Background: an optimization exercise with open tools, aiming at a short achievable clock period and few clock cycles. Do not read the settings as production practice. Only simulation tests tie the RTL to the original design; equivalence was not proved. No activity file was given, so power comes from the tool's default toggle rates.

## processor
module processor (
    input  logic           clock,
    input  logic           reset,
    output cpu_pkg::word_t address_imem,
    input  cpu_pkg::word_t q_imem,
    output cpu_pkg::word_t address_dmem,
    output cpu_pkg::word_t data,
    output logic           wren,
    input  cpu_pkg::word_t q_dmem,
    output logic             ctrl_writeEnable,
    output cpu_pkg::reg_idx_t ctrl_writeReg,
    output cpu_pkg::reg_idx_t ctrl_readRegA,
    output cpu_pkg::reg_idx_t ctrl_readRegB,
    output cpu_pkg::word_t    data_writeReg,
    input  cpu_pkg::word_t    data_readRegA,
    input  cpu_pkg::word_t    data_readRegB
);
make LEC_CHECK=0 ABC_CLOCK_PERIOD_IN_PS=2500 CAP_MARGIN=20 CORE_MARGIN=2 CORE_UTILIZATION=40 SETUP_SLACK_MARGIN=2.5 SLEW_MARGIN=20 finish   # period 5.5 ns
run.sh (not shown) runs the stock make flow with config.mk's settings and CLKGATE_MAP_FILE= SYNTH_SCRIPT=/design/flow/synth_recipe.tcl, a recipe that flattens the netlist after the stock synthesis.
Testbench counts at the start, summed over its fixed seeds: cycles 27,831.
Next try:
--- a/flow/design.v
+++ b/flow/design.v
@@ -135,24 +135,21 @@
     assign rbv   = wfb ? w_res : data_readRegB;
     assign eha   = e_wev && (e_dest == rs);
     assign eh_rt = e_wev && (e_dest == rt);
     assign eh_rd = e_wev && (e_dest == rd);
     assign ehb   = ins[28] ? eh_rd : eh_rt;
     logic [31:0] pc1, br_target, fd_next, pc_next;
-    logic        fd_resolved, fd_taken, take_br, stall, mispredict, kill;
+    logic        fd_resolved, take_br, stall, mispredict, kill;
     logic        is_shift;
     logic [31:0] alt1_q, pcq1;
-    logic [31:0] bt_hs, bt_cy;
+    logic [31:0] bt_cy;
     assign pcq1      = pc_q + 32'd1;
     assign pc1       = ({32{rd_q}} & alt1_q) | ({32{!rd_q}} & pcq1);
-    assign bt_hs     = pc_q ^ imm;
     carries32 bt_carries (.a(pc_q), .b(imm), .cin(1'b1), .c(bt_cy));
-    assign br_target = bt_hs ^ bt_cy;
+    assign br_target = pc_q ^ imm ^ bt_cy;
     assign fd_resolved = !(eha || eh_rd || wfa || wf_rd);
-    assign fd_taken    = is_bne ? (data_readRegA != data_readRegB)
-                                : ($signed(data_readRegB) < $signed(data_readRegA));
     logic pred;
     assign pred        = imm[31] || is_bne;
     logic        fuse_ok, fused_taken;
     assign fuse_ok     = e_wev && e_addi && !e_fa &&
                          ((rs == 5'd0 && rd == e_dest) || (rd == 5'd0 && rs == e_dest)) &&
                          (is_bne || (is_blt && e_dec));
@@ -173,16 +170,13 @@
         end else if (stall) begin
             nbr_next = pc;
         end else begin
             nbr_next = pc1;
         end
     end
-    logic [31:0] nx_c0, nx_c1;
-    assign nx_c0   = ({32{take_br}} & bt_hs) | ({32{!take_br}} & nbr_next);
-    assign nx_c1   = ({32{take_br}} & ~bt_hs) | ({32{!take_br}} & nbr_next);
-    assign fd_next = (bt_cy & nx_c1) | (~bt_cy & nx_c0);
+    assign fd_next = ({32{take_br}} & br_target) | ({32{!take_br}} & nbr_next);
     assign pc_next = fd_next;
     logic [31:0] addr_rf;
     logic [31:0] addr_cy;
     carries32 addr_carries (.a(data_readRegA), .b(imm), .cin(1'b0), .c(addr_cy));
     assign addr_rf = data_readRegA ^ imm ^ addr_cy;
     logic [4:0] fn;
@@ -202,23 +196,23 @@
     assign nz_rf  = ((data_readRegA ^ imm) != {data_readRegA[30:0] | imm[30:0], 1'b0});
     assign nz_w   = ((w_res ^ imm) != {w_res[30:0] | imm[30:0], 1'b0});
     assign pos_rf = (!data_readRegA[31] && |data_readRegA[30:1]) || (data_readRegA[31] && ~|data_readRegA[30:0]);
     assign pos_w  = (!w_res[31] && |w_res[30:1]) || (w_res[31] && ~|w_res[30:0]);
     assign neg_rf = (data_readRegA[31] && |data_readRegA[30:0]) || ~|data_readRegA;
     assign neg_w  = (w_res[31] && |w_res[30:0]) || ~|w_res;
-    logic [31:0] a_rest, b_rest, a_c0, a_c1, b_c0, b_c1;
-    logic        fa_s, fb_s;
-    assign fa_s   = fa_d && e_rsum;
-    assign fb_s   = fb_d && e_rsum;
-    assign a_rest = ({32{fa_d && !e_rsum}} & other) | ({32{!fa_d}} & (is_jal ? pc1 : ra));
-    assign b_rest = ({32{fb_d && !e_rsum}} & (other ^ {32{fn_sub}})) |
-                    ({32{!fb_d}} & (is_addi ? imm : (is_jal ? 32'd0 : (fn_sub ? ~rbv : rbv))));
-    assign a_c0   = ({32{fa_s}} & hs) | a_rest;
-    assign a_c1   = ({32{fa_s}} & ~hs) | a_rest;
-    assign b_c0   = ({32{fb_s}} & (hs ^ {32{fn_sub}})) | b_rest;
-    assign b_c1   = ({32{fb_s}} & ~(hs ^ {32{fn_sub}})) | b_rest;
+    logic [31:0] an, bn, af0, af1, bf0, bf1, a_c0, a_c1, b_c0, b_c1;
+    assign an   = is_jal ? pc1 : ra;
+    assign bn   = is_addi ? imm : (is_jal ? 32'd0 : (fn_sub ? ~rbv : rbv));
+    assign af0  = ({32{e_rsum}} & hs) | other;
+    assign af1  = ({32{e_rsum}} & ~hs) | other;
+    assign bf0  = af0 ^ {32{fn_sub}};
+    assign bf1  = af1 ^ {32{fn_sub}};
+    assign a_c0 = ({32{fa_d}} & af0) | ({32{!fa_d}} & an);
+    assign a_c1 = ({32{fa_d}} & af1) | ({32{!fa_d}} & an);
+    assign b_c0 = ({32{fb_d}} & bf0) | ({32{!fb_d}} & bn);
+    assign b_c1 = ({32{fb_d}} & bf1) | ({32{!fb_d}} & bn);
     always_ff @(posedge clock) begin
         if (reset) begin
             rd_q   <= 1'b1;
             e_we   <= 1'b0;
             e_st   <= 1'b0;
             e_br   <= 1'b0;
@@ -277,16 +271,13 @@
         if (e_rld)  other = other | q_dmem;
         if (e_rand) other = other | (e_a & e_b);
         if (e_ror)  other = other | (e_a | e_b);
         if (e_rsll) other = other | shl;
         if (e_rsra) other = other | shr;
     end
-    logic [31:0] res_c0, res_c1;
-    assign res_c0 = ({32{e_rsum}} & hs) | other;
-    assign res_c1 = ({32{e_rsum}} & ~hs) | other;
-    assign res    = (cy & res_c1) | (~cy & res_c0);
+    assign res = (cy & af1) | (~cy & af0);
     assign ne = (e_a != e_b);
     slt32 e_cmp (.a(e_b), .b(e_a), .lt(lt));
     assign taken_e    = e_bne ? ne : lt;
     assign e_wev      = e_we && !rd_q;
     assign e_stv      = e_st && !rd_q;
     assign e_brv      = e_br && !rd_q;
Effect:
- total power is about the same
- cell count is lower slightly
- routed wire length went down by a little under a tenth
- global-route usage goes down by 1.8 points
- via count fell by a few percent
- final area rose slightly
- maximum frequency went up slightly
- synthesized area shrinks slightly
- clock-buffer cell count went down by 2
- clock skew shrinks by 0.0063 ns
- utilization came out higher by 1.5 points
- non-clock buffer count increases by 64
- sequential share of layout area went down by 0.10 points
- critical path depth came out lower by 1
Testbench counts after the change, summed over its fixed seeds: cycles 27,831.

---

## run a
The RTL this note starts from:
==> flow/design.v <==
package cpu_pkg;
    typedef logic [31:0] word_t;
    typedef logic [4:0]  reg_idx_t;
endpackage
`timescale 1ns/1ns
module processor (
    input  logic           clock,
    input  logic           reset,
    output cpu_pkg::word_t address_imem,
    input  cpu_pkg::word_t q_imem,
    output cpu_pkg::word_t address_dmem,
    output cpu_pkg::word_t data,
    output logic           wren,
    input  cpu_pkg::word_t q_dmem,
    output logic             ctrl_writeEnable,
    output cpu_pkg::reg_idx_t ctrl_writeReg,
    output cpu_pkg::reg_idx_t ctrl_readRegA,
    output cpu_pkg::reg_idx_t ctrl_readRegB,
    output cpu_pkg::word_t    data_writeReg,
    input  cpu_pkg::word_t    data_readRegA,
    input  cpu_pkg::word_t    data_readRegB
);
    logic [31:0] pc, pc_q, alt_q;
    logic        rd_q;
    assign pc = rd_q ? alt_q : pc_q;
    logic        e_we;
    logic [4:0]  e_dest;
    logic        e_st, e_br, e_bne, e_pred;
    logic        e_rld, e_rand, e_ror, e_rsll, e_rsra;
    logic [4:0]  e_sh;
    logic [31:0] e_a, e_b, e_addr, e_alt;
    logic        e_fa, e_fb;
    logic        e_s_aa, e_s_wa, e_s_aw, e_s_ww, e_s_sw, e_cin, e_c_aa, e_c_wa, e_c_aw;
    logic        w_we;
    logic [4:0]  w_dest;
    logic [31:0] w_res, w_resn;
    logic [31:0] ins;
    logic [4:0]  op, rd, rs, rt, rb;
    logic        is_r, is_addi, is_lw, is_sw, is_bne, is_blt, is_j, is_jal, is_br, is_mem;
    logic [31:0] imm;
    assign ins     = q_imem;
    assign op      = ins[31:27];
    assign rd      = ins[26:22];
    assign rs      = ins[21:17];
    assign rt      = ins[16:12];
    assign imm     = {{15{ins[16]}}, ins[16:0]};
    assign is_r    = (op == 5'b00000);
    assign is_addi = (op == 5'b00101);
    assign is_lw   = (op == 5'b01000);
    assign is_sw   = (op == 5'b00111);
    assign is_bne  = (op == 5'b00010);
    assign is_blt  = (op == 5'b00110);
    assign is_j    = (op == 5'b00001);
    assign is_jal  = (op == 5'b00011);
    assign is_br   = is_bne | is_blt;
    assign is_mem  = is_lw | is_sw;
    assign rb      = is_r ? rt : rd;
    assign address_imem  = pc;
    assign ctrl_readRegA = rs;
    assign ctrl_readRegB = rb;
    logic        fd_we;
    logic [4:0]  fd_dest;
    assign fd_we   = ((is_r | is_addi | is_lw) && rd != 5'd0) || is_jal;
    assign fd_dest = is_jal ? 5'd31 : rd;
    logic        wfa, wfb, wf_rt, wf_rd, eha, ehb, eh_rt, eh_rd;
    logic [31:0] ra, rbv;
    assign wfa   = w_we && (w_dest == rs);
    assign wf_rt = w_we && (w_dest == rt);
    assign wf_rd = w_we && (w_dest == rd);
    assign wfb   = is_r ? wf_rt : wf_rd;
    assign ra    = wfa ? ~w_resn : data_readRegA;
    assign rbv   = wfb ? ~w_resn : data_readRegB;
    assign eha   = e_we && (e_dest == rs);
    assign eh_rt = e_we && (e_dest == rt);
    assign eh_rd = e_we && (e_dest == rd);
    assign ehb   = is_r ? eh_rt : eh_rd;
    logic [31:0] pc1, br_target, fd_next, pc_next;
    logic        fd_resolved, fd_taken, take_br, stall, mispredict, kill;
    assign pc1       = pc + 32'd1;
    logic [32:0] bt;
    assign bt        = {pc, 1'b1} + {imm, 1'b1};
    assign br_target = bt[32:1];
    assign fd_resolved = !(eha || eh_rd || wfa || wf_rd);
    assign fd_taken    = is_bne ? (data_readRegA != data_readRegB)
                                : ($signed(data_readRegB) < $signed(data_readRegA));
    assign take_br     = is_br && (fd_resolved ? fd_taken : imm[31]);
    always_comb begin
        if (is_j || is_jal) begin
            fd_next = {5'b0, ins[26:0]};
        end else if (take_br) begin
            fd_next = br_target;
        end else begin
            fd_next = pc1;
        end
    end
    assign stall = is_mem && eha;
    assign kill  = stall || mispredict;
    assign pc_next = stall ? pc : fd_next;
    logic [31:0] addr_rf, addr_w;
    assign addr_rf = data_readRegA + imm;
    assign addr_w  = ~w_resn + imm;
    logic [4:0] fn;
    logic       fn_add, fn_sub, fn_and, fn_or, fn_sll, fn_sra;
    assign fn     = ins[6:2];
    assign fn_add = is_r && fn == 5'd0;
    assign fn_sub = is_r && fn == 5'd1;
    assign fn_and = is_r && fn == 5'd2;
    assign fn_or  = is_r && fn == 5'd3;
    assign fn_sll = is_r && fn == 5'd4;
    assign fn_sra = is_r && fn == 5'd5;
    logic fa_d, fb_d;
    assign fa_d = eha && !is_jal;
    assign fb_d = ehb && !is_addi && !is_jal;
    always_ff @(posedge clock) begin
        if (reset) begin
            pc_q   <= '0;
            rd_q   <= 1'b0;
            e_we   <= 1'b0;
            e_st   <= 1'b0;
            e_br   <= 1'b0;
            e_addr <= '0;
        end else begin
            pc_q   <= pc_next;
            rd_q   <= mispredict;
            e_we   <= fd_we && !kill;
            e_st   <= is_sw && !kill;
            e_br   <= is_br && !fd_resolved && !kill;
            e_addr <= ({32{wfa}} & addr_w) | ({32{!wfa}} & addr_rf);
        end
    end
    always_ff @(posedge clock) begin
        alt_q  <= e_alt;
        e_dest <= fd_dest;
        e_bne  <= is_bne;
        e_pred <= imm[31];
        e_s_aa <= (fn_add || fn_sub || is_addi || is_jal) && !fa_d && !fb_d;
        e_s_wa <= (fn_add || fn_sub || is_addi || is_jal) &&  fa_d && !fb_d;
        e_s_aw <= (fn_add || is_addi || is_jal) && !fa_d &&  fb_d;
        e_s_ww <= (fn_add || is_addi || is_jal) &&  fa_d &&  fb_d;
        e_s_sw <= fn_sub && !fa_d &&  fb_d;
        e_cin  <= fn_sub;
        e_c_aa <= !fa_d && !fb_d;
        e_c_wa <=  fa_d && !fb_d;
        e_c_aw <= !fa_d &&  fb_d;
        e_rld  <= is_lw;
        e_rand <= fn_and;
        e_ror  <= fn_or;
        e_rsll <= fn_sll;
        e_rsra <= fn_sra;
        e_sh   <= ins[11:7];
        e_a    <= is_jal ? pc1 : ra;
        e_b    <= is_addi ? imm : (is_jal ? 32'd0 : (fn_sub ? ~rbv : rbv));
        e_alt  <= imm[31] ? pc1 : br_target;
        e_fa   <= fa_d;
        e_fb   <= fb_d;
    end
    logic [31:0] op_a, op_b, s_aa, s_wa, s_aw, s_sw, sum, other, res;
    logic        taken_e, ne, lt;
    assign op_a = e_fa ? w_res : e_a;
    assign op_b = e_fb ? w_res : e_b;
    logic [32:0] x_aa, x_wa, x_aw, x_sw;
    assign x_aa = {e_a, 1'b1} + {e_b, e_cin};
    assign x_wa = {w_res, 1'b1} + {e_b, e_cin};
    assign x_aw = {e_a, 1'b1} + {w_res, 1'b0};
    assign x_sw = {e_a, 1'b1} + {w_resn, 1'b1};
    assign s_aa = x_aa[32:1];
    assign s_wa = x_wa[32:1];
    assign s_aw = x_aw[32:1];
    assign s_sw = x_sw[32:1];
    assign sum = ({32{e_s_aa}} & s_aa) | ({32{e_s_wa}} & s_wa) | ({32{e_s_aw}} & s_aw) |
                 ({32{e_s_sw}} & s_sw) | ({32{e_s_ww}} & {w_res[30:0], 1'b0});
    always_comb begin
        other = 32'd0;
        if (e_rld)  other = other | q_dmem;
        if (e_rand) other = other | (op_a & op_b);
        if (e_ror)  other = other | (op_a | op_b);
        if (e_rsll) other = other | (op_a << e_sh);
        if (e_rsra) other = other | 32'($signed(op_a) >>> e_sh);
    end
    assign res = sum | other;
    logic ne_aa, ne_wa, ne_aw, lt_aa, lt_wa, lt_aw;
    assign ne_aa = (e_a != e_b);
    assign ne_wa = (w_res != e_b);
    assign ne_aw = (e_a != w_res);
    assign lt_aa = ($signed(e_b) < $signed(e_a));
    assign lt_wa = ($signed(e_b) < $signed(w_res));
    assign lt_aw = ($signed(w_res) < $signed(e_a));
    assign ne = (e_c_aa & ne_aa) | (e_c_wa & ne_wa) | (e_c_aw & ne_aw);
    assign lt = (e_c_aa & lt_aa) | (e_c_wa & lt_wa) | (e_c_aw & lt_aw);
    assign taken_e    = e_bne ? ne : lt;
    assign mispredict = e_br && (taken_e != e_pred);
    assign address_dmem = e_addr;
    assign data         = op_b;
    assign wren         = e_st;
    always_ff @(posedge clock) begin
        if (reset) begin
            w_we <= 1'b0;
        end else begin
            w_we <= e_we;
        end
    end
    always_ff @(posedge clock) begin
        w_dest <= e_dest;
        w_res  <= res;
        w_resn <= ~res;
    end
    assign ctrl_writeEnable = w_we;
    assign ctrl_writeReg    = w_dest;
    assign data_writeReg    = w_res;
endmodule
Settings: LEC_CHECK=0, ABC_CLOCK_PERIOD_IN_PS=2500, CAP_MARGIN=20, CORE_MARGIN=2, CORE_UTILIZATION=40, SETUP_SLACK_MARGIN=2.5, SLEW_MARGIN=20; clock period 5.5 ns.
Run a: flow completed, timing, DRC and antenna clean
Testbench counts of run a, summed over its fixed seeds: cycles 28,521.
Changes in run b relative to run a:
--- a/flow/design.v
+++ b/flow/design.v
@@ -24,8 +24,9 @@
     logic        rd_q;
     assign pc = rd_q ? alt_q : pc_q;
     logic        e_we;
+    logic        e_wev, e_stv, e_brv;
     logic [4:0]  e_dest;
-    logic        e_st, e_br, e_bne, e_pred;
+    logic        e_st, e_br, e_bne, e_pred, e_addi, e_dec, e_nz, e_pos, e_neg;
     logic        e_rld, e_rand, e_ror, e_rsll, e_rsra;
     logic [4:0]  e_sh;
     logic [31:0] e_a, e_b, e_addr, e_alt;
@@ -54,7 +55,7 @@
     assign is_jal  = (op == 5'b00011);
     assign is_br   = is_bne | is_blt;
     assign is_mem  = is_lw | is_sw;
-    assign rb      = is_r ? rt : rd;
+    assign rb      = ins[28] ? rd : rt;
     assign address_imem  = pc;
     assign ctrl_readRegA = rs;
     assign ctrl_readRegB = rb;
@@ -67,23 +68,33 @@
     assign wfa   = w_we && (w_dest == rs);
     assign wf_rt = w_we && (w_dest == rt);
     assign wf_rd = w_we && (w_dest == rd);
-    assign wfb   = is_r ? wf_rt : wf_rd;
+    assign wfb   = ins[28] ? wf_rd : wf_rt;
     assign ra    = wfa ? ~w_resn : data_readRegA;
     assign rbv   = wfb ? ~w_resn : data_readRegB;
-    assign eha   = e_we && (e_dest == rs);
-    assign eh_rt = e_we && (e_dest == rt);
-    assign eh_rd = e_we && (e_dest == rd);
-    assign ehb   = is_r ? eh_rt : eh_rd;
+    assign eha   = e_wev && (e_dest == rs);
+    assign eh_rt = e_wev && (e_dest == rt);
+    assign eh_rd = e_wev && (e_dest == rd);
+    assign ehb   = ins[28] ? eh_rd : eh_rt;
     logic [31:0] pc1, br_target, fd_next, pc_next;
     logic        fd_resolved, fd_taken, take_br, stall, mispredict, kill;
-    assign pc1       = pc + 32'd1;
-    logic [32:0] bt;
-    assign bt        = {pc, 1'b1} + {imm, 1'b1};
-    assign br_target = bt[32:1];
+    logic [31:0] alt1_q, pcq1;
+    logic [32:0] bt_q, bt_alt;
+    assign pcq1      = pc_q + 32'd1;
+    assign pc1       = ({32{rd_q}} & alt1_q) | ({32{!rd_q}} & pcq1);
+    assign bt_q      = {pc_q, 1'b1} + {imm, 1'b1};
+    assign bt_alt    = {alt_q, 1'b1} + {imm, 1'b1};
+    assign br_target = ({32{rd_q}} & bt_alt[32:1]) | ({32{!rd_q}} & bt_q[32:1]);
     assign fd_resolved = !(eha || eh_rd || wfa || wf_rd);
     assign fd_taken    = is_bne ? (data_readRegA != data_readRegB)
                                 : ($signed(data_readRegB) < $signed(data_readRegA));
-    assign take_br     = is_br && (fd_resolved ? fd_taken : imm[31]);
+    logic pred;
+    assign pred        = imm[31] || is_bne;
+    logic        fuse_ok, fused_taken;
+    assign fuse_ok     = e_wev && e_addi && !e_fa &&
+                         ((rs == 5'd0 && rd == e_dest) || (rd == 5'd0 && rs == e_dest)) &&
+                         (is_bne || (is_blt && e_dec));
+    assign fused_taken = is_bne ? e_nz : ((rd == 5'd0) ? e_pos : e_neg);
+    assign take_br     = is_br && (fd_resolved ? fd_taken : (fuse_ok ? fused_taken : pred));
     always_comb begin
         if (is_j || is_jal) begin
             fd_next = {5'b0, ins[26:0]};
@@ -94,7 +105,7 @@
         end
     end
     assign stall = is_mem && eha;
-    assign kill  = stall || mispredict;
+    assign kill  = stall;
     assign pc_next = stall ? pc : fd_next;
     logic [31:0] addr_rf, addr_w;
     assign addr_rf = data_readRegA + imm;
@@ -124,15 +135,21 @@
             rd_q   <= mispredict;
             e_we   <= fd_we && !kill;
             e_st   <= is_sw && !kill;
-            e_br   <= is_br && !fd_resolved && !kill;
+            e_br   <= is_br && !fd_resolved && !fuse_ok && !kill;
             e_addr <= ({32{wfa}} & addr_w) | ({32{!wfa}} & addr_rf);
         end
     end
     always_ff @(posedge clock) begin
         alt_q  <= e_alt;
+        alt1_q <= e_alt + 32'd1;
         e_dest <= fd_dest;
         e_bne  <= is_bne;
-        e_pred <= imm[31];
+        e_pred <= pred;
+        e_addi <= is_addi;
+        e_dec  <= (ins[16:0] == 17'h1ffff);
+        e_nz   <= ((ra ^ imm) != {ra[30:0] | imm[30:0], 1'b0});
+        e_pos  <= (!ra[31] && |ra[30:1]) || (ra[31] && ~|ra[30:0]);
+        e_neg  <= (ra[31] && |ra[30:0]) || ~|ra;
         e_s_aa <= (fn_add || fn_sub || is_addi || is_jal) && !fa_d && !fb_d;
         e_s_wa <= (fn_add || fn_sub || is_addi || is_jal) &&  fa_d && !fb_d;
         e_s_aw <= (fn_add || is_addi || is_jal) && !fa_d &&  fb_d;
@@ -150,7 +167,7 @@
         e_sh   <= ins[11:7];
         e_a    <= is_jal ? pc1 : ra;
         e_b    <= is_addi ? imm : (is_jal ? 32'd0 : (fn_sub ? ~rbv : rbv));
-        e_alt  <= imm[31] ? pc1 : br_target;
+        e_alt  <= pred ? pc1 : br_target;
         e_fa   <= fa_d;
         e_fb   <= fb_d;
     end
@@ -188,15 +205,18 @@
     assign ne = (e_c_aa & ne_aa) | (e_c_wa & ne_wa) | (e_c_aw & ne_aw);
     assign lt = (e_c_aa & lt_aa) | (e_c_wa & lt_wa) | (e_c_aw & lt_aw);
     assign taken_e    = e_bne ? ne : lt;
-    assign mispredict = e_br && (taken_e != e_pred);
+    assign e_wev      = e_we && !rd_q;
+    assign e_stv      = e_st && !rd_q;
+    assign e_brv      = e_br && !rd_q;
+    assign mispredict = e_brv && (taken_e != e_pred);
     assign address_dmem = e_addr;
     assign data         = op_b;
-    assign wren         = e_st;
+    assign wren         = e_stv;
     always_ff @(posedge clock) begin
         if (reset) begin
             w_we <= 1'b0;
         end else begin
-            w_we <= e_we;
+            w_we <= e_wev;
         end
     end
     always_ff @(posedge clock) begin
[summary]
Diff run a -> run b: utilization went down 1.6 points, post-CTS setup-driven buffer insertion count now smaller, simple-gate share of the synthesized area went up by 2.4 points, clock period minus worst slack decreased 0.094 ns, routed wire length now sits higher. Taking run a as the reference point, the growth of design area from synthesis to finish of run b falls by 4.0 points. Against run a, sequential power in run b rose by more than 10%. Critical path required time: run a vs run b — no meaningful difference. When run b is set beside run a, its period utilization turns out to be 1.7 points smaller. Run a → run b: combined buffer and inverter count along the critical path decreased by 3 relative to the old numbers; via count of the routed design increased by 19% relative to the old numbers; average via count per standard cell increased by 4.1% relative to the old numbers; count of nets after finishing increased by about 14% relative to the old numbers.
Testbench counts of run b, summed over its fixed seeds: cycles 27,767.

static timing again, ports no longer ideal:
Ports are ideal in the flow. The routed layouts listed here were re-timed in OpenROAD. Step 1 sets driving cells, clkbuf_16 on the clock port and buf_2 on the other inputs (assumed; they add their load-dependent delay and slew). Step 2 adds t to the input delays and takes it off the output delays; t is the mean of the earliest and latest rising clock arrival at the registers after step 1. Input paths then give back, and output paths get back, about the clock's delay inside the block. Slacks: ideal / step 1 / step 2; pairs: ideal / step 1.
run	t, ns	setup slack, ns	worst setup path after step 2	latest minus earliest clock arrival (ns)	worst slew at a driven data input, ns
the first run of note 1	0.637	2.183 / 2.183 / 1.553	input to register	0.035 / 0.035	0.27
the second run of note 1	0.643	2.207 / 2.227 / 1.583	input to register	0.031 / 0.031	0.26
run a	0.616	1.812 / 1.812 / 1.356	input to register	0.040 / 0.040	0.18
run b	0.661	1.906 / 1.906 / 1.350	input to register	0.054 / 0.053	0.22
After both steps every run listed still meets setup and hold. The setup slack of the first run of note 1, which loses most, moves by 0.000 ns with the drivers and by -0.630 ns with both steps.
